This is an optimization exercise on Yosys and OpenROAD, whose aim is small area and a short achievable clock period, not a production implementation. No functional check of the RTL was part of any run shown here. Power and IR drop assume default switching activity.

<file path="design/flow/design.v">
`default_nettype none
module position_ledger #(
    parameter int SYMBOL_WIDTH = 32,
    parameter int VOLUME_WIDTH = 32,
    parameter int POS_WIDTH    = 48,
    parameter int NUM_SLOTS    = 16,
    parameter int SLOT_W       = $clog2(NUM_SLOTS)
) (
    input  wire logic                    clk,
    input  wire logic                    rst_n,
    input  wire logic                    upd_valid,
    input  wire logic [SYMBOL_WIDTH-1:0] upd_symbol,
    input  wire logic [VOLUME_WIDTH-1:0] upd_quantity,
    input  wire logic                    upd_side,
    input  wire logic [POS_WIDTH-2:0]    pos_limit,
    input  wire logic                    clear,
    input  wire logic                    qry_valid,
    input  wire logic [SYMBOL_WIDTH-1:0] qry_symbol,
    output logic                         qry_resp_valid,
    output logic                         qry_found,
    output logic [POS_WIDTH-1:0]         qry_position,
    output logic                         rpt_valid,
    output logic [SYMBOL_WIDTH-1:0]      rpt_symbol,
    output logic [POS_WIDTH-1:0]         rpt_position,
    output logic [SLOT_W-1:0]            rpt_slot,
    output logic                         rpt_breach,
    output logic                         table_full,
    output logic [SLOT_W:0]              used_slots,
    output logic [31:0]                  drop_count,
    output logic [31:0]                  breach_count
);
    localparam logic [POS_WIDTH-1:0] P_MAX = {1'b0, {(POS_WIDTH-1){1'b1}}};
    localparam logic [POS_WIDTH-1:0] N_MAX = {1'b1, {(POS_WIDTH-2){1'b0}}, 1'b1};
    logic [SYMBOL_WIDTH-1:0] sym_q [NUM_SLOTS];
    logic [POS_WIDTH-1:0]    pos_q [NUM_SLOTS];
    logic [SLOT_W:0]         used_q;
    logic                    s1_valid_q;
    logic [SYMBOL_WIDTH-1:0] s1_symbol_q;
    logic [VOLUME_WIDTH-1:0] s1_qty_q;       
    logic                    s1_side_q;
    logic [NUM_SLOTS-1:0]    s1_match_q;
    logic [POS_WIDTH-1:0]    s1_base_q;      
    logic [POS_WIDTH-1:0]    s1_bxq_q;       
    logic                    rpt_valid_q, rpt_breach_q;
    logic [SYMBOL_WIDTH-1:0] rpt_symbol_q;
    logic [POS_WIDTH-1:0]    rpt_position_q;
    logic [SLOT_W-1:0]       rpt_slot_q;
    logic                    qry_resp_valid_q, qry_found_q;
    logic [POS_WIDTH-1:0]    qry_position_q;
    logic [31:0]             drop_q, breach_cnt_q, breach_inc;
    logic [NUM_SLOTS-1:0]    valid, first_free, upd_m, qry_m, match_d, pos_we;
    logic                    full, hit, write_en, alloc, drop, breach, eq_s1, q_found;
    logic [SLOT_W-1:0]       hit_idx, wr_idx;
    logic [POS_WIDTH-1:0]    base, base_d, new_pos, q_pos;
    logic [POS_WIDTH:0]      sum;
    logic                    ovf_pos, ovf_neg, low_eq, lo_c;
    logic [VOLUME_WIDTH+1:0] lo_sum;
    logic [POS_WIDTH-VOLUME_WIDTH:0] hi_a, hi_p1, hi_m1, hi_sum;
    localparam int EXT_W = POS_WIDTH + 2;
    logic [EXT_W-1:0]        op_a, op_q, op_x, op_and, op_or, lim, gt_s, gt_c, gt_x, lt_s, lt_c, lt_x;
    logic [POS_WIDTH-1:0]    qty_ext_d;
    assign full = used_q[SLOT_W];
    always_comb begin
        for (int i = 0; i < NUM_SLOTS; i++) begin
            valid[i]      = used_q > (SLOT_W+1)'(i);
            first_free[i] = used_q == (SLOT_W+1)'(i);
            upd_m[i]      = valid[i] && (sym_q[i] == upd_symbol);
            qry_m[i]      = valid[i] && (sym_q[i] == qry_symbol);
        end
    end
    always_comb begin
        hit      = s1_valid_q && (|s1_match_q);
        write_en = s1_valid_q && (hit || !full) && !clear;
        alloc    = s1_valid_q && !hit && !full && !clear;
        drop     = s1_valid_q && !hit && full && !clear;
        base     = s1_base_q;
        hit_idx  = '0;
        for (int i = 0; i < NUM_SLOTS; i++) begin
            hit_idx = hit_idx | (s1_match_q[i] ? SLOT_W'(i) : '0);
            pos_we[i] = (s1_valid_q && s1_match_q[i]) || first_free[i];
        end
        wr_idx = hit ? hit_idx : used_q[SLOT_W-1:0];
        lo_sum  = {1'b0, base[VOLUME_WIDTH-1:0], 1'b1} + {1'b0, s1_qty_q, s1_side_q};
        lo_c    = lo_sum[VOLUME_WIDTH+1];
        hi_a    = {base[POS_WIDTH-1], base[POS_WIDTH-1:VOLUME_WIDTH]};
        hi_p1   = hi_a + 1'b1;
        hi_m1   = hi_a - 1'b1;
        if (lo_c && !s1_side_q)      hi_sum = hi_p1;
        else if (!lo_c && s1_side_q) hi_sum = hi_m1;
        else                         hi_sum = hi_a;
        sum     = {hi_sum, lo_sum[VOLUME_WIDTH:1]};
        low_eq  = (base[POS_WIDTH-2:0] == {{(POS_WIDTH-1-VOLUME_WIDTH){1'b0}}, ~s1_qty_q});
        ovf_pos = !sum[POS_WIDTH] && sum[POS_WIDTH-1];
        ovf_neg = s1_side_q && sum[POS_WIDTH] && (!sum[POS_WIDTH-1] || low_eq);
        new_pos = ovf_pos ? P_MAX : (ovf_neg ? N_MAX : sum[POS_WIDTH-1:0]);
        op_a    = {{(EXT_W-POS_WIDTH){base[POS_WIDTH-1]}}, base};
        op_q    = {{(EXT_W-VOLUME_WIDTH){s1_side_q}}, s1_qty_q};
        op_x    = {{(EXT_W-POS_WIDTH){base[POS_WIDTH-1] ^ s1_side_q}}, s1_bxq_q};
        op_and  = op_a & op_q;
        op_or   = op_a | op_q;
        lim     = {{(EXT_W-POS_WIDTH+1){1'b0}}, pos_limit};
        gt_s    = ~(op_x ^ lim);
        gt_c    = (op_and & lim) | (op_or & ~lim);
        gt_x    = gt_s + {gt_c[EXT_W-2:0], s1_side_q};
        lt_s    = op_x ^ lim;
        lt_c    = (op_or & lim) | (op_and & ~lim);
        lt_x    = lt_s + {lt_c[EXT_W-2:0], s1_side_q};
        breach  = (!gt_x[EXT_W-1] || lt_x[EXT_W-1]) && !((ovf_pos || ovf_neg) && (&pos_limit));
    end
    always_comb begin
        eq_s1   = (upd_symbol == s1_symbol_q);
        match_d = upd_m | ((alloc && eq_s1) ? first_free : '0);
        base_d  = '0;
        for (int i = 0; i < NUM_SLOTS; i++)
            base_d = base_d | (upd_m[i] ? pos_q[i] : '0);
        if (write_en && eq_s1) base_d = new_pos;
        qty_ext_d = {{(POS_WIDTH-VOLUME_WIDTH){upd_side}}, upd_quantity ^ {VOLUME_WIDTH{upd_side}}};
    end
    always_comb begin
        q_found = |qry_m;
        q_pos   = '0;
        for (int i = 0; i < NUM_SLOTS; i++)
            q_pos = q_pos | (qry_m[i] ? pos_q[i] : '0);
    end
    always_ff @(posedge clk) begin
        for (int i = 0; i < NUM_SLOTS; i++) begin
            if (first_free[i]) sym_q[i] <= s1_symbol_q;
            if (pos_we[i])     pos_q[i] <= new_pos;
        end
    end
    always_ff @(posedge clk) begin
        s1_symbol_q <= upd_symbol;
        s1_qty_q    <= upd_quantity ^ {VOLUME_WIDTH{upd_side}};
        s1_side_q   <= upd_side;
        s1_match_q  <= match_d;
        s1_base_q   <= base_d;
        s1_bxq_q    <= base_d ^ qty_ext_d;
    end
    always_ff @(posedge clk or negedge rst_n) begin
        if (!rst_n) begin
            s1_valid_q       <= 1'b0;
            used_q           <= '0;
            rpt_valid_q      <= 1'b0;
            rpt_symbol_q     <= '0;
            rpt_position_q   <= '0;
            rpt_slot_q       <= '0;
            rpt_breach_q     <= 1'b0;
            qry_resp_valid_q <= 1'b0;
            qry_found_q      <= 1'b0;
            qry_position_q   <= '0;
            drop_q           <= '0;
            breach_cnt_q     <= '0;
        end else begin
            s1_valid_q       <= upd_valid && !clear;
            used_q           <= clear ? '0 : used_q + (SLOT_W+1)'(alloc);
            rpt_valid_q      <= write_en;
            qry_resp_valid_q <= qry_valid && !clear;
            if (write_en) begin
                rpt_symbol_q   <= s1_symbol_q;
                rpt_position_q <= new_pos;
                rpt_slot_q     <= wr_idx;
                rpt_breach_q   <= breach;
            end
            if (qry_valid && !clear) begin
                qry_found_q    <= q_found;
                qry_position_q <= q_pos;
            end
            if (drop && (drop_q != 32'hFFFF_FFFF))
                drop_q <= drop_q + 32'd1;
            if (write_en && breach)
                breach_cnt_q <= breach_inc;
        end
    end
    assign rpt_valid      = rpt_valid_q;
    assign rpt_symbol     = rpt_symbol_q;
    assign rpt_position   = rpt_position_q;
    assign rpt_slot       = rpt_slot_q;
    assign rpt_breach     = rpt_breach_q;
    assign qry_resp_valid = qry_resp_valid_q;
    assign qry_found      = qry_found_q;
    assign qry_position   = qry_position_q;
    assign breach_inc     = breach_cnt_q + {31'd0, breach_cnt_q != 32'hFFFF_FFFF};
    assign used_slots     = used_q;
    assign table_full     = full;
    assign drop_count     = drop_q;
    assign breach_count   = breach_cnt_q;
endmodule
`default_nettype wire
</file>
<file path="design/flow/flow/run.sh">
#!/bin/bash
set -euo pipefail
MARGIN=8.3
sed -E \
  -e "s/SETUP_SLACK_MARGIN=[^ ']+/SETUP_SLACK_MARGIN=${MARGIN}/" \
  -e "s/\"\\$\\{@:-finish\\}\"/MATCH_CELL_FOOTPRINT=0 'BUFFER_PORTS_ARGS=-buffer_cell sky130_fd_sc_hd__buf_4' \"\${@:-finish}\"/" \
  standard.sh > standard_tight.sh
grep -q "SETUP_SLACK_MARGIN=${MARGIN}" standard_tight.sh
grep -q "MATCH_CELL_FOOTPRINT=0" standard_tight.sh
bash standard_tight.sh > make_finish.log 2>&1
</file>
<file path="design/flow/standard.sh">
#!/bin/bash
# synth_recipe.tcl (not shown) runs the flow's synth.tcl, then flattens the netlist and writes it again
# the make line also repeats each setting of config.mk as NAME=value (left out here)
make -C /OpenROAD-flow-scripts/flow DESIGN_CONFIG=/design/flow/config.mk WORK_HOME=/design/flow/orfs CLKGATE_MAP_FILE= SYNTH_SCRIPT=/design/flow/synth_recipe.tcl "${@:-finish}"
</file>
<file path="design/flow/config.mk">
export PLATFORM = sky130hd
export DESIGN_NAME = position_ledger
export DESIGN_NICKNAME = position_ledger
export VERILOG_FILES = /design/flow/design.v
export SDC_FILE = /design/flow/constraint.sdc
export NUM_CORES = 4
export LEC_CHECK = 0
export CAP_MARGIN = 20
export CORE_MARGIN = 2
export CORE_UTILIZATION = 40
export SETUP_SLACK_MARGIN = 5
export SLEW_MARGIN = 20
</file>
<file path="design/flow/constraint.sdc">
create_clock -name core_clock -period 13.0 [get_ports {clk}]
set_input_delay 2.6000 -clock core_clock [delete_from_list [all_inputs] [get_ports {clk}]]
set_output_delay 2.6000 -clock core_clock [all_outputs]
set_load 0.01 [all_outputs]
</file>
==> run_results.csv, run 1 <==
group,metric,value,unit
grt,grt.overflow.total,0,
grt,grt_max_degree,70,
placed_design,setup_slack_at_placement,6.218,ns
setup_path,timing.critical_path.depth,13,
floorplanning,die_width,464.4,um
clock_network,cts_hold_buf,0,
clock_network,worst_setup_hold_path_clk_slew,0.06,ns
setup_path,flop_to_flop_setup_slack,8.19,ns
yosys,synth_warnings,3,
setup_path,worst_setup_path_end_kind,"flop",
setup_path,critical_path_required,13.78,ns
layout,layout.cells.most_common_list,"sky130_fd_sc_hd__edfxtp_1 (1280), sky130_fd_sc_hd__xor2_1 (719), sky130_fd_sc_hd__xnor2_1 (526)",
timing,max_slew.worst_pin.slew,1.242,ns
clock_network,cts_htree_levels,4,
yosys,synth-seq-cells,1663,
drt,first_pass_iters,15,
layout,areaGrowthSynthToFinish,21.07,%
timing,finalSetupViolCount,0,
yosys,ys_types,94,
floorplanning,ioPinCount,355,
yosys,main_flop_type_after_synthesis,"sky130_fd_sc_hd__edfxtp_1",
setup_path,critPathBufInv,2,
clock_network,maximum_number_of_buffers_from_clock_root_to_sink,3,
power,max-vdd-ir-drop,0.0001552,V
placed_design,placed_area,91870,um2
power,static-leakage-power,0.03668,uW
outcome,run_status,"no timing/DRC/antenna violations",
layout,layout_commonest_cell,"sky130_fd_sc_hd__edfxtp_1",
yosys,synth-seq-area-share,0.5558,
setup_path,timing.critical_path.arrival,5.80,ns
layout,layout.filler_cells,18580,
clock_network,clock_sink_count,1663,
setup_path,worst_setup_path_start_kind,"input pin",
grt,grt_use_total,0.3674,
setup_path,r2r-start,"s1_base_q[20]",
floorplanning,fp.coreArea,211500,um2
floorplanning,floorplan.die.height,464.4,um
timing,clock_skew,0.06841,ns
setup_path,critical_path.max_stage_delay,0.36,ns
drt,route.antenna.remaining_nets,0,
run,drv_cap,0,
yosys,synth_area,84800,um2
worst_hold_path,hp-start,"qry_position_q[9]",
floorplanning,floorplan.die_area,215700,um2
clock_network,clock_latency_of_the_later_clocked_register_in_the_worst_skew_pair,0.90,ns
drt,vias,73640,
clock_network,cts.root.buffer_cell,"sky130_fd_sc_hd__clkbuf_16",
drt,routed_wl,422.0,mm
yosys,synth-edff-count,1280,
placed_design,dp_hpwl,229.2,mm
placed_design,routabilityCongestion,0.9806,
yosys,share_of_synthesized_flip_flops_with_an_asynchronous_set_or_reset,0.1239,
clock_network,cts_made_buffers,181,
drt,detail_route.iter0.violations,17140,
drt,drt-wirelength-per-cell,40.42,um
timing,timing.max_slew.rel_slack,0.1693,
drt,viasPerCell,7.054,
timing,setup-tns-final,0,ns
yosys,syn-num-nets,7394,
layout,layout-drive-gt1-share,0.1833,
grt,grt_antenna_before_repair,19,
layout,final_net_count,7756,
grt,grt_pass1_wl,555.7,mm
setup_path,crit_path_top_delay_cell,"sky130_fd_sc_hd__a221oi_4",
power,fin_total_pwr,12940,uW
power,p_per_area,126.1,nW/um2
timing,timing_max_transition_violations_final,0,
floorplanning,start_util,0.4010,
yosys,syn-mean-instance-area,11.98,um2
setup_path,timing.critical_path.cells,"buf_8 > xor2_2 > ha_1 > a211o_1 > a221o_1 > a221oi_4 > o2111ai_4 > a2111oi_4 > nor2_1 > o2111a_2 > buf_16 > nor3_4 > mux2_4",
worst_hold_path,hold_path_depth,2,
worst_hold_path,worst_hold_path_type,"flop to flop",
worst_hold_path,timing.hold.worst_endpoint,"qry_position_q[9]",
setup_path,cp_top_family,"compound AO/OA/AOI/OAI gates",
timing,fin_crit_sh,0.3861,
timing,rsz_0062_raised_after_global_routing,"yes",
setup_path,worst_path_max_fanout,4,
setup_path,critical_setup_path_class,"input pin to flop",
timing,hold_viol,0,
timing,finalCriticalPeriod,5.020,ns
timing,timing_limited_maximum_frequency,199.2,MHz
layout,stdcell_area,102700,um2
placed_design,io_buffer_count,354,
setup_path,reg2regPathDepth,11,
floorplanning,std_cell_rows,169,
clock_network,tritoncts,"built",
grt,grt_pass1_vias,68910,
yosys,gate_count_after_technology_mapping,7077,
drt,post_route_drc,0,
timing,setup_ws,7.980,ns
setup_path,regToRegEndpoint,"s1_bxq_q[22]",
==> repair_timing <==
action / CTS / global route
gates cloned: 16 / 19
setup buffers: 51 / 38
endpoints found under the setup margin: 849 / 655
pin swaps: 44 / 45
resized for setup: 429 / 265
==> synthesized netlist by cell type, drive strengths merged (56+ instances only) <==
master,number,share of area
nor3,70,0.0042
buf,155,0.0084
dfxtp,177,0.042
a22o,167,0.017
nor2,140,0.0062
o21ai,124,0.0074
dfrtp,206,0.061
xnor2,571,0.059
nor4,240,0.018
a22oi,400,0.035
and3,95,0.0070
nand3,209,0.012
nand4,328,0.024
xor2,725,0.075
edfxtp,1280,0.45
a211oi,56,0.0051
a222oi,149,0.018
a21oi,173,0.010
a221oi,196,0.020
clkbuf,324,0.014
ha,167,0.025
nand2,413,0.018
inv,212,0.0094
==> registers in the layout (all words and copies together) (netlist names) <==
register and flops:
drop_q 32, breach_cnt_q 32, s1_bxq_q 48, qry_position_q 48, s1_side_q 1, rpt_slot_q 4
s1_valid_q 1, rpt_valid_q 1, pos_q 768, sym_q 512, s1_match_q 16, rpt_symbol_q 32
rpt_breach_q 1, qry_resp_valid_q 1, used_q 5, s1_base_q 48, s1_symbol_q 32, s1_qty_q 32
qry_found_q 1, rpt_position_q 48
==> worst max-delay path by stage <==
stage,start,to,slack (ns)
4_1_cts,pos_limit[3],breach_cnt_q[1],7.93
2_1_floorplan,pos_limit[4],breach_cnt_q[0],7.75
3_3_place_gp,upd_symbol[14],s1_bxq_q[34],6.23
5_1_grt,pos_limit[4],breach_cnt_q[1],7.94
6_report,pos_limit[4],breach_cnt_q[1],7.98
3_5_place_dp,upd_symbol[14],s1_bxq_q[33],6.22
==> cell type report <==
cell class / instances / area [um2] / area share
Sequential cell: 1663 / 47150 / 0.4593
Multi-Input combinational cell: 4726 / 37640 / 0.3666
Timing Repair Buffer: 654 / 7148 / 0.06962
Clock buffer: 214 / 4765 / 0.04641
Tap cell: 2821 / 3530 / 0.03438
Clock inverter: 129 / 1572 / 0.01531
Inverter: 213 / 812.0 / 0.007909
Antenna cell: 20 / 50.05 / 0.0004875
==> per-layer routing <==
metal  routed length [um]  global-route usage  up-vias
met3                73420              0.1602     2095
met4                35770              0.2245       24
met1               147200              0.4707    35610
li1                     -                   -    28140
met5                  456            0.002005        -
met2               165200              0.5067     7774
==> power breakdown <==
group	switching (uW)	internal, uW
Combinational	906	448
Sequential	111	5900
Clock	2390	3190
Total	3400	9540
==> worst register-to-register path, cell delays in order (launching register included) <==
cell and delay [ns]:
sky130_fd_sc_hd__dfxtp_1 0.40, sky130_fd_sc_hd__inv_1 0.07, sky130_fd_sc_hd__ha_1 0.50, sky130_fd_sc_hd__nand4_1 0.31, sky130_fd_sc_hd__buf_4 0.24, sky130_fd_sc_hd__or4_1 0.58
sky130_fd_sc_hd__nor3_1 0.55, sky130_fd_sc_hd__nor2_1 0.17, sky130_fd_sc_hd__xor2_1 0.96, sky130_fd_sc_hd__o221ai_2 0.39, sky130_fd_sc_hd__o31a_2 0.35, sky130_fd_sc_hd__xor2_1 0.19
==> logic make-up after synthesis <==
family                   share of synthesized area
buffers and inverters                      0.03221
multiplexers                              0.008735
adder cells (fa/ha/maj)                    0.02747
AO/OA/AOI/OAI                               0.1364
AND/OR/NAND/NOR                             0.1055
flip-flops                                  0.5558
XOR/XNOR                                    0.1339
==> stage by stage <==
| stage | std cells | util | hold WS [ns] |
|---|---|---|---|
| finish | 10440 | 0.4855 | 0.4688 |
| detailed placement | 9953 | 0.4345 | 0.4626 |
| global placement | 9952 | 0.4343 | 0.4582 |
| CTS | 10360 | 0.4761 | 0.4747 |
| global route | 10430 | 0.4854 | 0.4993 |
| floorplan | 7077 | - | 0.5070 |
==> run 2: changes to the inputs <==
--- a/design/flow/design.v
+++ b/design/flow/design.v
@@ -57,7 +57,32 @@
     logic [VOLUME_WIDTH+1:0] lo_sum;
     logic [POS_WIDTH-VOLUME_WIDTH:0] hi_a, hi_p1, hi_m1, hi_sum;
     localparam int EXT_W = POS_WIDTH + 2;
-    logic [EXT_W-1:0]        op_a, op_q, op_x, op_and, op_or, lim, gt_s, gt_c, gt_x, lt_s, lt_c, lt_x;
+    logic [EXT_W-1:0]        op_a, op_q, op_x, op_and, op_or, lim, gt_s, gt_c, lt_s, lt_c;
+    logic                    gt_neg, lt_neg;
+    function automatic logic carry_out(input logic [EXT_W-2:0] x, input logic [EXT_W-2:0] y);
+        logic [63:0] g, p;
+        int n;
+        g = '0;
+        p = '0;
+        for (int i = 0; i < EXT_W-1; i++) begin
+            g[i] = x[i] & y[i];
+            p[i] = x[i] | y[i];
+        end
+        n = EXT_W-1;
+        for (int l = 0; l < 6; l++) begin
+            for (int j = 0; j < 32; j++) begin
+                if (2*j+1 < n) begin
+                    g[j] = g[2*j+1] | (p[2*j+1] & g[2*j]);
+                    p[j] = p[2*j+1] & p[2*j];
+                end else if (2*j < n) begin
+                    g[j] = g[2*j];
+                    p[j] = p[2*j];
+                end
+            end
+            n = (n + 1) / 2;
+        end
+        carry_out = g[0];
+    endfunction
     logic [POS_WIDTH-1:0]    qty_ext_d;
     assign full = used_q[SLOT_W];
     always_comb begin
@@ -101,11 +126,11 @@
         lim     = {{(EXT_W-POS_WIDTH+1){1'b0}}, pos_limit};
         gt_s    = ~(op_x ^ lim);
         gt_c    = (op_and & lim) | (op_or & ~lim);
-        gt_x    = gt_s + {gt_c[EXT_W-2:0], s1_side_q};
         lt_s    = op_x ^ lim;
         lt_c    = (op_or & lim) | (op_and & ~lim);
-        lt_x    = lt_s + {lt_c[EXT_W-2:0], s1_side_q};
-        breach  = (!gt_x[EXT_W-1] || lt_x[EXT_W-1]) && !((ovf_pos || ovf_neg) && (&pos_limit));
+        gt_neg  = gt_s[EXT_W-1] ^ gt_c[EXT_W-2] ^ carry_out(gt_s[EXT_W-2:0], {gt_c[EXT_W-3:0], s1_side_q});
+        lt_neg  = lt_s[EXT_W-1] ^ lt_c[EXT_W-2] ^ carry_out(lt_s[EXT_W-2:0], {lt_c[EXT_W-3:0], s1_side_q});
+        breach  = (!gt_neg || lt_neg) && !((ovf_pos || ovf_neg) && (&pos_limit));
     end
     always_comb begin
         eq_s1   = (upd_symbol == s1_symbol_q);
==> design/flow/flow/run.sh (replaced) <==
#!/bin/bash
set -euo pipefail
MARGIN=8.3
EXTRA="MATCH_CELL_FOOTPRINT=0 'BUFFER_PORTS_ARGS=-buffer_cell sky130_fd_sc_hd__buf_4' 'CTS_ARGS=-sink_clustering_enable -repair_clock_nets -dont_use_dummy_load'"
sed -E \
  -e "s/SETUP_SLACK_MARGIN=[^ ']+/SETUP_SLACK_MARGIN=${MARGIN}/" \
  -e "s/\"\\$\\{@:-finish\\}\"/${EXTRA} \"\${@:-finish}\"/" \
  standard.sh > standard_tight.sh
grep -q "SETUP_SLACK_MARGIN=${MARGIN}" standard_tight.sh
grep -q "dont_use_dummy_load" standard_tight.sh
bash standard_tight.sh > make_finish.log 2>&1
==> run 2 against run 1 <==
  * Count of clock-buffer cells in the layout shrank 34
  * Synthesized area decreased by 5.9%
  * Utilization rose by 1.3 points
  * Sequential power hardly changed
  * Critical path type unchanged
  * Highest routed layer unchanged
  * Largest power group unchanged
  * Still clean on timing, DRC and antenna
  * Global-route usage shrank 2.3 points
  * Synthesized cell count shrank 8.5%
  * Design area is 3.9% lower
  * Clock skew up 0.030 ns
  * Die area is 5.9% lower
  * Critical endpoint is now s1_bxq_q[44]
==> run_results.csv, run 2 <==
group,metric,value,unit
layout,stdcell_area,98700,um2
yosys,main_flop_type_after_synthesis,"sky130_fd_sc_hd__edfxtp_1",
layout,layout.cells.most_common_list,"sky130_fd_sc_hd__edfxtp_1 (1280), sky130_fd_sc_hd__xor2_1 (845), sky130_fd_sc_hd__buf_4 (558)",
grt,grt_max_degree,67,
clock_network,cts.root.buffer_cell,"sky130_fd_sc_hd__clkbuf_16",
clock_network,tritoncts,"built",
layout,final_net_count,7311,
floorplanning,std_cell_rows,163,
layout,layout.filler_cells,16880,
clock_network,cts_made_buffers,180,
power,power.clock.fraction,0.376,
placed_design,placed_area,86140,um2
worst_hold_path,worst_hold_path_type,"flop to flop",
run,drv_cap,0,
outcome,run_status,"no timing/DRC/antenna violations",
yosys,gate_count_after_technology_mapping,6476,
setup_path,critical_path.max_stage_delay,0.95,ns
timing,timing_limited_maximum_frequency,200.8,MHz
clock_network,clock_sink_count,1663,
layout,regMostFlops,"pos_q",
grt,grt_pass1_vias,61350,
power,fin_total_pwr,11720,uW
drt,post_route_drc,0,
yosys,yosys.area.top_type,"sky130_fd_sc_hd__edfxtp_1",
setup_path,worst_setup_path_start_kind,"input pin",
placed_design,io_buffer_count,354,
setup_path,timing.critical_path.cells,"buf_16 > buf_16 > buf_12 > xor2_1 > nor4_1 > nand4_1 > nor3_4 > buf_12 > buf_12 > a22oi_1 > nand4_1 > a2111oi_4 > a21oi_2 > xor2_1",
grt,grt.overflow.total,0,
power,cellInternalPower,8755,uW
timing,timing_max_transition_violations_final,0,
layout,biggestRegsByFlops,"pos_q (768), sym_q (512)",
placed_design,dp_hpwl,198.6,mm
power,p_per_area,118.7,nW/um2
layout,layout_commonest_cell,"sky130_fd_sc_hd__edfxtp_1",
floorplanning,die_width,450.6,um
power,static-leakage-power,0.03570,uW
clock_network,cts_htree_levels,4,
timing,fin_crit_sh,0.3831,
timing,hold_viol,0,
floorplanning,ioPinCount,355,
clock_network,worst_setup_hold_path_clk_slew,0.06,ns
timing,finalSetupViolCount,0,
timing,timing.max_slew.rel_slack,0.1291,
setup_path,worst_setup_path_end_kind,"flop",
setup_path,crit_path_top_delay_cell,"sky130_fd_sc_hd__a2111oi_4",
timing,setup-tns-final,0,ns
power,total_switching_power,2965,uW
layout,largest_register_ffs,768,
grt,grt_antenna_before_repair,27,
layout,areaGrowthSynthToFinish,23.70,%
power,power.share.switching,0.2530,
floorplanning,start_util,0.4033,
grt,grt_use_total,0.3444,
drt,detail_route.iter0.violations,14600,
yosys,synth_area,79790,um2
power,combPwrFrac,0.110,
power,max-vdd-ir-drop,0.0001688,V
yosys,synth.most_common_cell,"sky130_fd_sc_hd__edfxtp_1",
yosys,synth.top_cell.area_share,0.4817,
yosys,syn-num-nets,6701,
yosys,syn-mean-instance-area,12.32,um2
grt,grt_pass1_wl,490.1,mm
drt,route.antenna.remaining_nets,0,
power,seqPwrFrac,0.514,
placed_design,routabilityCongestion,0.9417,
drt,routed_wl,370.5,mm
timing,finalCriticalPeriod,4.981,ns
timing,clock_skew,0.09848,ns
setup_path,critPathBufInv,5,
drt,viasPerCell,6.772,
floorplanning,fp.coreArea,197800,um2
clock_network,maximum_number_of_buffers_from_clock_root_to_sink,3,
clock_network,clock_latency_of_the_later_clocked_register_in_the_worst_skew_pair,0.89,ns
drt,vias,65940,
yosys,synth-edff-count,1280,
yosys,share_of_synthesized_flip_flops_with_an_asynchronous_set_or_reset,0.1239,
placed_design,placed_cells,9198,
layout,layout-drive-gt1-share,0.2037,
yosys,synth-seq-area-share,0.5907,
setup_path,cp_top_family,"compound AO/OA/AOI/OAI gates",
layout,final-instance-count-excl-fill,9737,
timing,max_slew.worst_pin.slew,1.306,ns
yosys,synth_warnings,3,
floorplanning,floorplan.die.height,450.6,um
yosys,netlist_top_cells_area,"sky130_fd_sc_hd__edfxtp_1 (48%), sky130_fd_sc_hd__xor2_1 (9.6%), sky130_fd_sc_hd__dfrtp_1 (6.5%)",
setup_path,timing.critical_path.arrival,5.65,ns
yosys,ys_types,92,
setup_path,path_common_cell,"sky130_fd_sc_hd__buf_12",
setup_path,critical_path_required,13.66,ns
drt,first_pass_iters,14,
floorplanning,floorplan.die_area,203100,um2
yosys,ys_top_cells_by_count,"sky130_fd_sc_hd__edfxtp_1 (1280), sky130_fd_sc_hd__xor2_1 (876), sky130_fd_sc_hd__nand2_1 (473), sky130_fd_sc_hd__xnor2_1 (417), sky130_fd_sc_hd__clkbuf_1 (320)",
setup_path,critical_setup_path_class,"input pin to flop",
setup_path,worst_path_max_fanout,20,
yosys,synth-seq-cells,1663,
timing,rsz_0062_raised_after_global_routing,"yes",
drt,drt-wirelength-per-cell,38.05,um
==> run 2: layout make-up <==
type | instances | area [um2] | share of cell area
inverters | 137 | 526.8 | 0.005337
multi-input cells | 4247 | 33080 | 0.3351
flip-flops and latches | 1663 | 47150 | 0.4777
clock buffers | 180 | 4504 | 0.04564
repair buffers | 857 | 10100 | 0.1024
well taps | 2640 | 3303 | 0.03347
diodes | 13 | 32.53 | 0.0003296
==> run 2: routing by layer <==
layer	track usage	vias up	routed length, um
met3	0.1283	1639	61990
met1	0.4484	31970	131100
li1	-	25670	-
met4	0.2051	16	28540
met2	0.4862	6654	148600
met5	0.004972	-	192
==> run 2: through the flow <==
stage	hold WS (ns)	worst slack, ns	util
2_1_floorplan	0.5070	7.826	-
3_3_place_gp	0.4568	6.132	0.4353
3_5_place_dp	0.4586	6.118	0.4355
4_1_cts	0.4702	8.020	0.4817
5_1_grt	0.4960	7.942	0.4988
6_report	0.4663	8.019	0.4989
==> run 2: cells by family (layout without fill, tap and decap cells) <==
kind of cell | after synthesis | in the layout | share of synthesized area
AOI/OAI and AO/OA | 1278 | 1279 | 0.1203
xor gates and xnor gates | 1293 | 1293 | 0.1419
adders and majority gates | 111 | 111 | 0.01643
buffers and inverters | 569 | 1174 | 0.02796
DFF | 1663 | 1663 | 0.5907
muxes | 29 | 29 | 0.003952
other | 0 | 13 | 0
and+or+nand+nor | 1533 | 1535 | 0.09871
==> run 2: what timing repair did <==
action,4_1_cts,5_1_grt
pin swaps,86,162
hold buffers,0,0
buffers inserted,149,140
endpoints found under the setup margin,301,487
resized for setup,543,281
gates cloned,34,23
==> run 2: worst reg2reg max path, stage by stage (launching register included) <==
cell and delay [ns]:
sky130_fd_sc_hd__dfxtp_1 0.53, sky130_fd_sc_hd__inv_1 0.09, sky130_fd_sc_hd__ha_1 0.39, sky130_fd_sc_hd__nand4_1 0.23, sky130_fd_sc_hd__nor3_1 0.07, sky130_fd_sc_hd__a22oi_1 0.46, sky130_fd_sc_hd__a21boi_2 0.19, sky130_fd_sc_hd__o41ai_1 0.92
sky130_fd_sc_hd__o31ai_4 0.35, sky130_fd_sc_hd__a21oi_2 0.60, sky130_fd_sc_hd__inv_1 0.43
==> run 2: worst paths after layout <==
| kind | start | to | slack, ns | cells after the start |
|---|---|---|---|---|
| max | upd_symbol[7] | s1_bxq_q[44] | 8.02 | 14 |
| min | qry_position_q[23] | qry_position_q[23] | 0.47 | 2 |
| max reg2reg | s1_base_q[6] | pos_q[11][12] | 8.36 | 10 |
| min reg2reg | qry_position_q[23] | qry_position_q[23] | 0.47 | 2 |
| max in group asynchronous | rst_n | breach_cnt_q[11] | 9.07 | 3 |
| min in group asynchronous | rst_n | rpt_position_q[3] | 1.69 | 1 |
==> run 2: power groups by stage <==
stage / sequential [uW] / clock (uW) / combinational, uW
after floorplan: 6100 / 0 / 589
after global placement: 6120 / 0 / 1080
after detailed placement: 6120 / 0 / 1100
after CTS: 6020 / 4410 / 1200
after global routing: 6030 / 4620 / 1330
final: 6020 / 4410 / 1280
==> run 3: changes to the inputs <==
--- a/design/flow/design.v
+++ b/design/flow/design.v
@@ -47,7 +47,9 @@
     logic [SLOT_W-1:0]       rpt_slot_q;
     logic                    qry_resp_valid_q, qry_found_q;
     logic [POS_WIDTH-1:0]    qry_position_q;
-    logic [31:0]             drop_q, breach_cnt_q, breach_inc;
+    logic [31:0]             drop_q;
+    logic [31:0]             breach_cnt_q, breach_nxt_q, breach_cnt;
+    logic                    breach_pend_q;
     logic [NUM_SLOTS-1:0]    valid, first_free, upd_m, qry_m, match_d, pos_we;
     logic                    full, hit, write_en, alloc, drop, breach, eq_s1, q_found;
     logic [SLOT_W-1:0]       hit_idx, wr_idx;
@@ -175,6 +177,8 @@
             qry_position_q   <= '0;
             drop_q           <= '0;
             breach_cnt_q     <= '0;
+            breach_nxt_q     <= 32'd1;
+            breach_pend_q    <= 1'b0;
         end else begin
             s1_valid_q       <= upd_valid && !clear;
             used_q           <= clear ? '0 : used_q + (SLOT_W+1)'(alloc);
@@ -192,8 +196,9 @@
             end
             if (drop && (drop_q != 32'hFFFF_FFFF))
                 drop_q <= drop_q + 32'd1;
-            if (write_en && breach)
-                breach_cnt_q <= breach_inc;
+            breach_cnt_q  <= breach_cnt;
+            breach_nxt_q  <= breach_cnt + {31'd0, breach_cnt != 32'hFFFF_FFFF};
+            breach_pend_q <= write_en && breach;
         end
     end
     assign rpt_valid      = rpt_valid_q;
@@ -204,10 +209,10 @@
     assign qry_resp_valid = qry_resp_valid_q;
     assign qry_found      = qry_found_q;
     assign qry_position   = qry_position_q;
-    assign breach_inc     = breach_cnt_q + {31'd0, breach_cnt_q != 32'hFFFF_FFFF};
+    assign breach_cnt     = breach_pend_q ? breach_nxt_q : breach_cnt_q;
     assign used_slots     = used_q;
     assign table_full     = full;
     assign drop_count     = drop_q;
-    assign breach_count   = breach_cnt_q;
+    assign breach_count   = breach_cnt;
 endmodule
 `default_nettype wire
==> run 3 against run 2 <==
  * Critical path type unchanged
  * Utilization shrank 2.1 points
  * First-iteration DRC count shrank 11%
  * Synthesized area grew 2.0%
  * Highest routed layer unchanged
  * Via count shrank 2.5%
  * Largest power group unchanged
  * Register-to-register slack lost 0.08 ns
==> run_results.csv, run 3 <==
group,metric,value,unit
yosys,ys_types,101,
placed_design,routabilityCongestion,0.9494,
setup_path,crit_path_top_delay_cell,"sky130_fd_sc_hd__mux2_4",
grt,grt.overflow.total,0,
setup_path,regToRegEndpoint,"s1_bxq_q[4]",
power,max-vdd-ir-drop,0.0001609,V
timing,setup-tns-final,0,ns
grt,grt_max_degree,100,
timing,hold_viol,0,
clock_network,clock_latency_of_the_later_clocked_register_in_the_worst_skew_pair,0.85,ns
yosys,share_of_synthesized_flip_flops_with_an_asynchronous_set_or_reset,0.1409,
clock_network,clock_sink_count,1696,
yosys,synth_area,81370,um2
placed_design,dp_hpwl,197.8,mm
run,drv_cap,0,
grt,grt_antenna_before_repair,28,
placed_design,io_buffer_count,354,
clock_network,maximum_number_of_buffers_from_clock_root_to_sink,3,
yosys,yosys.area.top_type,"sky130_fd_sc_hd__edfxtp_1",
drt,first_pass_iters,15,
setup_path,worst_path_max_fanout,18,
layout,layout.cells.most_common_list,"sky130_fd_sc_hd__edfxtp_1 (1280), sky130_fd_sc_hd__xor2_1 (933), sky130_fd_sc_hd__buf_4 (522)",
floorplanning,floorplan.die.height,455.0,um
drt,route.antenna.remaining_nets,0,
setup_path,critical_path.max_stage_delay,0.51,ns
worst_hold_path,timing.hold.worst_endpoint,"qry_position_q[12]",
timing,finalCriticalPeriod,4.956,ns
yosys,synth-seq-area-share,0.5895,
layout,regMostFlops,"pos_q",
setup_path,timing.critical_path.cells,"buf_16 > xor2_1 > nor4_1 > nand4_1 > nor3_4 > buf_8 > buf_16 > a22o_1 > a221oi_1 > nand4_1 > mux2_4 > xor2_1",
setup_path,worst_setup_path_end_kind,"flop",
layout,layout_commonest_cell,"sky130_fd_sc_hd__edfxtp_1",
timing,timing_max_transition_violations_final,0,
timing,fin_crit_sh,0.3813,
setup_path,r2r-start,"s1_base_q[15]",
drt,viasPerCell,6.651,
setup_path,worst_setup_path_start_kind,"input pin",
layout,largest_register_ffs,768,
setup_path,critical_setup_path_class,"input pin to flop",
drt,routed_wl,354.4,mm
clock_network,cts_htree_levels,4,
setup_path,flop_to_flop_setup_slack,8.28,ns
setup_path,cp_top_family,"simple AND/OR/NAND/NOR gates",
yosys,synth.most_common_cell,"sky130_fd_sc_hd__edfxtp_1",
setup_path,timing.critical_path.arrival,5.63,ns
yosys,synth-seq-cells,1696,
floorplanning,die_width,455.0,um
yosys,netlist_top_cells_area,"sky130_fd_sc_hd__edfxtp_1 (47%), sky130_fd_sc_hd__xor2_1 (10%), sky130_fd_sc_hd__dfrtp_1 (7.3%)",
timing,max_slew.worst_pin.slew,1.253,ns
yosys,gate_count_after_technology_mapping,6494,
yosys,syn-mean-instance-area,12.53,um2
setup_path,reg2regPathDepth,13,
timing,timing.max_slew.rel_slack,0.1646,
drt,vias,64310,
worst_hold_path,hold_path_depth,2,
drt,drt-wirelength-per-cell,36.65,um
clock_network,cts.root.buffer_cell,"sky130_fd_sc_hd__clkbuf_16",
grt,grt_pass1_vias,60060,
worst_hold_path,worst_hold_path_type,"flop to flop",
floorplanning,start_util,0.4026,
layout,biggestRegsByFlops,"pos_q (768), sym_q (512)",
outcome,run_status,"no timing/DRC/antenna violations",
grt,grt_use_total,0.3252,
yosys,ys_top_cells_by_count,"sky130_fd_sc_hd__edfxtp_1 (1280), sky130_fd_sc_hd__xor2_1 (950), sky130_fd_sc_hd__nand2_1 (452), sky130_fd_sc_hd__xnor2_1 (340), sky130_fd_sc_hd__a22oi_1 (289)",
clock_network,cts_made_buffers,175,
layout,final_net_count,7202,
timing,rsz_0062_raised_after_global_routing,"yes",
yosys,synth.top_cell.area_share,0.4724,
worst_hold_path,hp-start,"qry_position_q[12]",
timing,clock_skew,0.08620,ns
timing,finalSetupViolCount,0,
layout,layout-drive-gt1-share,0.1703,
timing,timing_limited_maximum_frequency,201.8,MHz
clock_network,worst_setup_hold_path_clk_slew,0.06,ns
power,static-leakage-power,0.03537,uW
placed_design,placed_area,87190,um2
drt,detail_route.iter0.violations,12960,
layout,areaGrowthSynthToFinish,18.73,%
yosys,synth-edff-count,1280,
setup_path,critical_path_required,13.68,ns
yosys,main_flop_type_after_synthesis,"sky130_fd_sc_hd__edfxtp_1",
setup_path,critPathBufInv,3,
yosys,synth_warnings,3,
power,p_per_area,121.5,nW/um2
clock_network,tritoncts,"built",
floorplanning,fp.coreArea,202100,um2
drt,post_route_drc,0,
layout,stdcell_area,96610,um2
floorplanning,ioPinCount,355,
floorplanning,floorplan.die_area,207000,um2
grt,grt_pass1_wl,472.5,mm
floorplanning,std_cell_rows,165,
yosys,syn-num-nets,6719,
-- run 3: area by class of cell --
class | instances | area [um2]
Fill cell | 17600 | 105500
Sequential cell | 1696 | 47980
Multi-Input combinational cell | 4207 | 32390
Timing Repair Buffer | 713 | 7747
Clock buffer | 175 | 4379
Tap cell | 2672 | 3343
Inverter | 184 | 700.7
Antenna cell | 23 | 57.56
-- run 3: per-stage QoR --
stage                     hold slack (ns)  std cells    util  setup WS (ns)  power (uW)
after floorplan                    0.5070       6494       -          8.254        6808
after global placement             0.4559       9248  0.4313          6.106        7352
after detailed placement           0.4607       9248  0.4314          6.122        7365
after CTS                          0.4743       9490  0.4657          8.160       11650
after global routing               0.4902       9651  0.4777          8.137       12000
final                              0.4687       9670  0.4780          8.044       11740
-- run 3: tightest hold or removal path: cells and delay by family, from the launching register on --
kind / cells / cell delay (ns)
flops: 1 / 0.34
simple gates: 2 / 0.10
-- run 3: cells by family after synthesis --
group	count (synthesis)	synth area share
simple gates	1451	0.09056
buf+inv	593	0.03186
flops	1696	0.5895
xor+xnor	1290	0.1389
mux	65	0.008442
fa+ha+maj	106	0.01549
compound gates	1293	0.1253
-- run 3: how the worst max path moves through the flow --
stage              startpoint            to  slack, ns  cells after the start
6_report       upd_symbol[10]   s1_bxq_q[4]       8.04                     12
5_1_grt         s1_base_q[15]   s1_bxq_q[4]       8.14                     13
4_1_cts                 clear  s1_bxq_q[16]       8.16                     12
3_5_place_dp            clear   s1_bxq_q[5]       6.12                     10
3_3_place_gp            clear   s1_bxq_q[5]       6.11                     10
2_1_floorplan  upd_symbol[14]  s1_bxq_q[26]       8.25                     13
-- run 3: layer usage --
layer,up-vias,track usage,part of all wire
met5,-,0,0.00023
met4,10,0.1812,0.065
met3,1301,0.1198,0.16
met2,5986,0.4708,0.42
met1,31610,0.4198,0.36
li1,25410,-,-
-- run 3: power breakdown --
group          switching, uW  internal [uW]  total, uW  leakage, uW
Clock                   2000           2350       4350      0.00216
Sequential               122           6000       6130       0.0162
Combinational            844            425       1270       0.0171
-- run 3: what timing repair did --
item,CTS,global route
endpoints found under the setup margin,747,387
buffers inserted,53,140
gates cloned,14,14
pin swaps,30,23
hold buffers,0,0
resized for setup,435,157
==> run 4: changes to the inputs <==
==> design/flow/flow/run.sh (replaced) <==
#!/bin/bash
set -euo pipefail
MARGIN=8.3
EXTRA="MATCH_CELL_FOOTPRINT=0 'BUFFER_PORTS_ARGS=-buffer_cell sky130_fd_sc_hd__buf_2' 'CTS_ARGS=-sink_clustering_enable -repair_clock_nets -dont_use_dummy_load -buf_list sky130_fd_sc_hd__clkbuf_8'"
sed -E \
  -e "s/SETUP_SLACK_MARGIN=[^ ']+/SETUP_SLACK_MARGIN=${MARGIN}/" \
  -e "s/\"\\$\\{@:-finish\\}\"/${EXTRA} \"\${@:-finish}\"/" \
  standard.sh > standard_tight.sh
grep -q "SETUP_SLACK_MARGIN=${MARGIN}" standard_tight.sh
grep -q "dont_use_dummy_load" standard_tight.sh
bash standard_tight.sh > make_finish.log 2>&1
--- a/design/flow/config.mk
+++ b/design/flow/config.mk
@@ -7,6 +7,6 @@
 export LEC_CHECK = 0
 export CAP_MARGIN = 20
 export CORE_MARGIN = 2
-export CORE_UTILIZATION = 40
+export CORE_UTILIZATION = 50
 export SETUP_SLACK_MARGIN = 5
 export SLEW_MARGIN = 20
==> run 4 against run 3 <==
  * Still clean on timing, DRC and antenna
  * Wire length down 0.54%
  * Total power down 2.8%
  * First-iteration DRC count up 5.8%
  * Synthesized cell count unchanged
  * Maximum frequency up 0.66%
  * Worst hold slack worse by 0.0076 ns
  * Global-route usage up 7.8 points
  * Design area down 2.4%
  * Critical path depth up 1
  * Sequential share of layout area up 1.2 points
  * Largest cell class unchanged
==> run_results.csv, run 4 <==
group,metric,value,unit
drt,viasPerCell,7.012,
yosys,synth.top_cell.area_share,0.4724,
drt,drt-wirelength-per-cell,38.06,um
yosys,synth-edff-count,1280,
timing,rsz_0062_raised_after_global_routing,"yes",
yosys,share_of_synthesized_flip_flops_with_an_asynchronous_set_or_reset,0.1409,
timing,timing_limited_maximum_frequency,203.1,MHz
setup_path,crit_path_top_delay_cell,"sky130_fd_sc_hd__nand4_1",
floorplanning,fp.coreArea,162200,um2
grt,grt_use_total,0.4027,
layout,largest_register_ffs,768,
timing,finalCriticalPeriod,4.924,ns
floorplanning,die_width,407.4,um
timing,clock_skew,0.1024,ns
timing,max_slew.worst_pin.slew,1.293,ns
floorplanning,ioPinCount,355,
yosys,netlist_top_cells_area,"sky130_fd_sc_hd__edfxtp_1 (47%), sky130_fd_sc_hd__xor2_1 (10%), sky130_fd_sc_hd__dfrtp_1 (7.3%)",
outcome,run_status,"no timing/DRC/antenna violations",
clock_network,clock_sink_count,1696,
timing,timing.max_slew.rel_slack,0.1377,
grt,grt_antenna_before_repair,33,
yosys,syn-num-nets,6719,
setup_path,worst_path_max_fanout,20,
floorplanning,std_cell_rows,148,
placed_design,io_buffer_count,354,
layout,areaGrowthSynthToFinish,15.87,%
yosys,synth-seq-area-share,0.5895,
setup_path,timing.critical_path.arrival,5.81,ns
clock_network,cts.root.buffer_cell,"sky130_fd_sc_hd__clkbuf_8",
floorplanning,floorplan.die_area,166000,um2
placed_design,dp_hpwl,200.0,mm
layout,regMostFlops,"pos_q",
setup_path,worst_setup_path_end_kind,"flop",
clock_network,tritoncts,"built",
grt,grt_pass1_wl,471.6,mm
floorplanning,start_util,0.5016,
setup_path,critical_setup_path_class,"input pin to flop",
drt,route.antenna.remaining_nets,0,
yosys,synth-seq-cells,1696,
grt,grt.overflow.total,0,
drt,vias,64940,
setup_path,timing.critical_path.cells,"buf_2 > buf_12 > xor2_1 > nor4_2 > nand3_1 > nor4_4 > buf_12 > buf_16 > a22o_1 > a221oi_1 > nand4_1 > mux2_2 > xor2_1",
timing,setup-tns-final,0,ns
yosys,ys_types,101,
layout,layout_commonest_cell,"sky130_fd_sc_hd__edfxtp_1",
setup_path,worst_setup_path_start_kind,"input pin",
drt,routed_wl,352.5,mm
clock_network,worst_setup_hold_path_clk_slew,0.06,ns
setup_path,worst_setup_path_startpoint,"upd_symbol[27]",
setup_path,critical_path.max_stage_delay,0.62,ns
drt,first_pass_iters,9,
drt,detail_route.iter0.violations,13710,
setup_path,critPathBufInv,4,
grt,grt_max_degree,126,
yosys,synth.most_common_cell,"sky130_fd_sc_hd__edfxtp_1",
yosys,synth_warnings,3,
layout,layout.filler_cells,13300,
timing,timing_max_transition_violations_final,0,
clock_network,maximum_number_of_buffers_from_clock_root_to_sink,4,
grt,grt_pass1_vias,61020,
clock_network,cts_made_buffers,300,
layout,layout-drive-gt1-share,0.1803,
run,drv_cap,0,
timing,finalSetupViolCount,0,
clock_network,cts_htree_levels,5,
setup_path,critical_path_required,13.89,ns
yosys,yosys.area.top_type,"sky130_fd_sc_hd__edfxtp_1",
timing,hold_viol,0,
worst_hold_path,worst_hold_path_type,"flop to flop",
layout,layout.cells.most_common_list,"sky130_fd_sc_hd__edfxtp_1 (1280), sky130_fd_sc_hd__xor2_1 (947), sky130_fd_sc_hd__nand2_1 (435)",
yosys,synth_area,81370,um2
yosys,gate_count_after_technology_mapping,6494,
yosys,main_flop_type_after_synthesis,"sky130_fd_sc_hd__edfxtp_1",
yosys,syn-mean-instance-area,12.53,um2
layout,biggestRegsByFlops,"pos_q (768), sym_q (512)",
yosys,ys_top_cells_by_count,"sky130_fd_sc_hd__edfxtp_1 (1280), sky130_fd_sc_hd__xor2_1 (950), sky130_fd_sc_hd__nand2_1 (452), sky130_fd_sc_hd__xnor2_1 (340), sky130_fd_sc_hd__a22oi_1 (289)",
setup_path,cp_top_family,"simple AND/OR/NAND/NOR gates",
timing,fin_crit_sh,0.3788,
power,max-vdd-ir-drop,0.0001168,V
layout,final_net_count,7304,
drt,post_route_drc,0,
worst_hold_path,hp-start,"qry_position_q[26]",
floorplanning,floorplan.die.height,407.4,um
setup_path,r2r-start,"s1_base_q[17]",
clock_network,clock_latency_of_the_later_clocked_register_in_the_worst_skew_pair,1.08,ns
power,p_per_area,121.0,nW/um2
power,static-leakage-power,0.03494,uW
placed_design,routabilityCongestion,0.9406,
clock_network,cts_hold_buf,0,
timing,timing.hold.ws,0.4610,ns
[run 4: cell counts after synthesis]
Identical to the previous run, type by type.
[run 4: area by class of cell]
| class | instances | area (um2) | share of cell area |
|---|---|---|---|
| flip-flops and latches | 1696 | 47970 | 0.5089 |
| multi-input cells | 4207 | 32320 | 0.3428 |
| repair buffers | 690 | 6406 | 0.06795 |
| clock buffers | 300 | 4129 | 0.04380 |
| well taps | 2175 | 2721 | 0.02887 |
| inverters | 184 | 700.7 | 0.007432 |
| diodes | 9 | 22.52 | 0.0002389 |
[run 4: report_power, final]
group	switching (uW)	internal (uW)
clock network	2050	2040
logic	832	371
registers	116	6010
total	3000	8410
[run 4: cell families (layout without fill, tap and decap cells)]
family          Yosys count  after routing  synth area share
compound gates         1293           1295            0.1253
xor+xnor               1290           1290            0.1389
fa+ha+maj               106            106           0.01549
buf+inv                 593           1174           0.03186
flops                  1696           1696            0.5895
mux                      65             65          0.008442
other cells               0              9                 0
simple gates           1451           1451           0.09056
[run 4: worst paths after layout]
check                                      to  slack (ns)  cells past startpoint
setup / recovery                 s1_bxq_q[37]        8.08                     13
hold / removal             qry_position_q[26]        0.46                      2
setup reg to reg                  s1_bxq_q[0]        8.36                     13
hold reg to reg            qry_position_q[26]        0.46                      2
max in group asynchronous  qry_position_q[13]        9.89                      2
min in group asynchronous          drop_q[10]        1.63                      1
[run 4: timing repair]
action | 4_1_cts | 5_1_grt
setup endpoints to repair | 696 | 496
buffers inserted | 50 | 87
resized for setup | 349 | 207
gates cloned | 7 | 21
pin swaps | 25 | 43
[run 4: worst min-delay path, delay by kind of cell, from the launching register on]
| kind | cells | cell delay (ns) |
|---|---|---|
| flip-flops | 1 | 0.33 |
| AND/OR/NAND/NOR | 2 | 0.10 |
[run 4: metal layers]
layer / vias to the layer above / wire [um] / global-route usage
li1: 25590 / - / -
met1: 31870 / 129200 / 0.5468
met2: 6279 / 143700 / 0.5635
met3: 1181 / 61330 / 0.1606
met4: 12 / 18020 / 0.1872
met5: - / 257 / 0
[run 4: through the flow]
stage	cells	area [um2]	worst slack (ns)	util	total power, uW
floorplan	6494	82290	8.254	-	6808
global placement	8786	85940	5.494	0.5298	7294
detailed placement	8786	85940	5.527	0.5298	7304
CTS	9143	92100	8.114	0.5678	11310
global route	9253	94260	8.106	0.5811	11690
finish	9261	94280	8.076	0.5812	11410

what the ideal ports hide:
The results above use ideal ports. As a check the final layouts listed here were re-extracted and re-timed, cells and wires unchanged.
Step 1 (the two cells are an assumption about what drives the block):
set clk [get_ports {clk}]
set_driving_cell -lib_cell sky130_fd_sc_hd__clkbuf_16 $clk
set_driving_cell -lib_cell sky130_fd_sc_hd__buf_2 [delete_from_list [all_inputs] $clk]
Step 2, shift: input delay + t, output delay - t, t = (earliest + latest rising clock arrival at the registers) / 2. This alone moves slack from input paths to output paths.
Slacks: no drivers / after step 1 / after step 2; pairs: no drivers / after step 1.
run | t (ns) | setup slack, ns | slew at the worst register clock pin (ns)
run 1 | 0.964 | 7.980 / 8.040 / 7.077 | 0.07 / 0.07
run 2 | 0.924 | 8.019 / 8.007 / 7.083 | 0.06 / 0.06
run 3 | 0.898 | 8.044 / 8.052 / 7.154 | 0.07 / 0.07
run 4 | 1.123 | 8.076 / 8.074 / 6.982 | 0.07 / 0.07
After both steps every run listed still meets setup and hold. The setup slack of run 4, which loses most, moves by -0.002 ns with the drivers and by -1.094 ns with both steps.
